What follows belongs to an exercise in optimizing a design on an open flow for small area; a production flow would make more cautious choices. Only simulation tests tie the RTL to the original design; equivalence was not proved. No activity file was given, so power comes from the tool's default toggle rates.

==> inputs of exp/sierra <==
## rv_core
module rv_core (
    input  logic                     clk,
    input  logic                     reset,
    output logic [rv_pkg::xlen-1:0]  imem_addr,
    input  logic [rv_pkg::xlen-1:0]  imem_data,
    output logic [rv_pkg::xlen-1:0]  dmem_addr,
    output logic [rv_pkg::xlen-1:0]  dmem_wdata,
    output logic [3:0]               dmem_be,
    output logic                     dmem_we,
    output logic                     dmem_re,
    input  logic [rv_pkg::xlen-1:0]  dmem_rdata,
    output logic                     retire_valid,
    output logic [rv_pkg::xlen-1:0]  retire_pc,
    output logic                     retire_rd_wen,
    output logic [4:0]               retire_rd,
    output logic [rv_pkg::xlen-1:0]  retire_rd_data
);
Settings: LEC_CHECK=0, CAP_MARGIN=20, CELL_PAD_IN_SITES_DETAIL_PLACEMENT=1, CORE_MARGIN=2, CORE_UTILIZATION=50, CTS_BUF_LIST=sky130_fd_sc_hd__clkbuf_16, CTS_CLUSTER_DIAMETER=80, CTS_CLUSTER_SIZE=25, SETUP_SLACK_MARGIN=0.5, SLEW_MARGIN=20, SYNTH_HIERARCHICAL=1; clock period 12.0 ns.
run.sh (not shown) runs the stock make flow with config.mk's settings and CLKGATE_MAP_FILE= SYNTH_SCRIPT=/design/flow/synth_recipe.tcl, a recipe that flattens the netlist after the stock synthesis.
==> inputs of exp/xenon, as changes to exp/sierra <==
==> flow/flow/run.sh (new file) <==
#!/bin/bash
# The standard layout (standard.sh), with every input and output port
# buffered by the smallest buffer cell instead of the default delay buffer,
# and cells off the critical paths downsized after global routing.
set -euo pipefail
export BUFFER_PORTS_ARGS="-buffer_cell sky130_fd_sc_hd__buf_1"
export RECOVER_POWER=100
bash standard.sh > standard.log 2>&1
==> flow/standard.sh (new file) <==
#!/bin/bash
# synth_recipe.tcl (not shown) runs the flow's synth.tcl, then flattens the netlist and writes it again
# the make line also repeats each setting of config.mk as NAME=value (left out here)
make -C /OpenROAD-flow-scripts/flow DESIGN_CONFIG=/design/flow/config.mk WORK_HOME=/design/flow/orfs CLKGATE_MAP_FILE= SYNTH_SCRIPT=/design/flow/synth_recipe.tcl "${@:-finish}"
- SETUP_SLACK_MARGIN: 0.5 -> 0.3
removed: flow/run.sh
==> comparison <==
exp/sierra passed the timing, DRC and antenna checks. exp/xenon reached the layout checks and failed them: capacitance limit, slew limit.
Between exp/xenon and exp/sierra, the lower global-route usage is in exp/xenon (gap 0.65 points).
In exp/sierra the wire length is larger than in exp/xenon, by about 2%.
Synthesized area is the same in exp/xenon and exp/sierra.
In exp/sierra the sequential share of layout area is lower than in exp/xenon, by 2.1 points.
In exp/sierra the worst setup slack is better than in exp/xenon, by 0.14 ns.
In exp/sierra the register-to-register slack is higher than in exp/xenon, by 0.71 ns.
In exp/xenon the via count is smaller than in exp/sierra, by about 2%.
Between exp/sierra and exp/xenon, the lower critical path depth is in exp/sierra (gap 5).
Of exp/xenon and exp/sierra, exp/sierra has the higher combinational power (gap about 13%, measured against exp/sierra).
==> figures <==
metric	exp/sierra	exp/xenon
Share of the final layout cell area in multi-input gates	48.5%	50.6%
Register-to-register setup slack	2.96 ns	2.25 ns
Post-detail-place hpwl	180000 um	180000 um
Worst VDD drop	0.000114 V	0.000116 V
Initial detailed-routing violation count	12765	12337
Post-route non-filler standard cell count	6112	6005
Comb pwr share	11.8%	10.5%
Total Nets Final	4993	4881
Actual transition at the worst max-transition pin	1.24 ns	2.84 ns
Data arrival time of the critical path	9.34 ns	9.48 ns
Reported max-cap violation count	0	35
Multi-input gate area in the final layout	0.0278 mm2	0.0274 mm2
Worst-case setup margin in the final layout	0.258 ns	0.115 ns
Status	complete, no violations	finished with violations
Layout check failures	-	capacitance limit, slew limit
CP Depth	19	24
Cell repeated most along the worst path	mux2i_1	clkbuf_1
Via count of the routed design	51538	50508
Wire length on met3	39800 um	36800 um
End of the worst register-to-register path	u_rv_datapath.pc_q[22]	u_rv_datapath.pc_q[29]
Stage delay of the slowest cell on the critical path	0.89 ns	0.91 ns

========
==> run a: inputs <==
rv_core again, from the RTL that the note above started with.
Settings: LEC_CHECK=0, CAP_MARGIN=20, CELL_PAD_IN_SITES_DETAIL_PLACEMENT=1, CORE_MARGIN=2, CORE_UTILIZATION=50, CTS_BUF_LIST=sky130_fd_sc_hd__clkbuf_16, CTS_CLUSTER_DIAMETER=80, CTS_CLUSTER_SIZE=25, SETUP_SLACK_MARGIN=0.3, SLEW_MARGIN=20, SYNTH_HIERARCHICAL=1; clock period 12.0 ns.
standard.sh (not shown) runs the stock make flow with config.mk's settings and CLKGATE_MAP_FILE= SYNTH_SCRIPT=/design/flow/synth_recipe.tcl, a recipe that flattens the netlist after the stock synthesis.
==> flow/flow/run.sh <==
#!/bin/bash
# The standard layout (standard.sh), with every input and output port
# buffered by the smallest buffer cell instead of the default delay buffer.
set -euo pipefail
export BUFFER_PORTS_ARGS="-buffer_cell sky130_fd_sc_hd__buf_1"
bash standard.sh > standard.log 2>&1
==> run b: changes against run a <==
SETUP_SLACK_MARGIN = 0.5   (was 0.3)
==> comparison <==
Against run b, the setup slack of run a is worse by 0.24 ns.
In run b the via count is larger than in run a, by 1.2%.
Between run a and run b, the lower wire length is in run a (gap about 1.5%, measured against run b).
Of run b and run a, run b has the higher count of clock-buffer cells in the layout (gap 1).
Between run b and run a, the lower fmax is in run a (gap 2.0%, measured against run a).
In die area, run a and run b do not differ.
Of run a and run b, run b has the higher clock skew (gap 0.018 ns).
Against run b, the utilization of run a is lower by 0.82 points.
Of run a and run b, run b has the higher power (gap 2.1%, measured against run b).
In sequential cell count, run a and run b do not differ.

## re-timing with driven ports
In the flow no input, the clock included, has a driving cell. The finished layouts below were timed again as built, in two steps.
Step 1, drivers: a clkbuf_16 drives clk and a buf_2 each remaining input, both assumed.
Step 2 adds t to the input delays and takes it off the output delays; t is the mean of the earliest and latest rising clock arrival at the registers after step 1. Input paths then give back, and output paths get back, about the clock's delay inside the block.
a / b / c = ideal ports / drivers / drivers and shift; a / b = the first two.
| run | t (ns) | setup WS [ns] | worst setup path at the end | pins driven straight from the clock port |
|---|---|---|---|---|
| exp/sierra | 0.782 | 0.258 / 0.230 / -0.122 | input to register | 1 |
| exp/xenon | 0.792 | 0.115 / 0.089 / -0.548 | input to register | 1 |
| run a | 0.795 | 0.159 / 0.127 / -0.313 | input to register | 1 |
| run b | 0.795 | 0.396 / 0.369 / -0.075 | input to register | 1 |
For exp/xenon, which loses most, drivers alone change the setup slack by -0.026 ns; drivers and shift together by -0.663 ns.
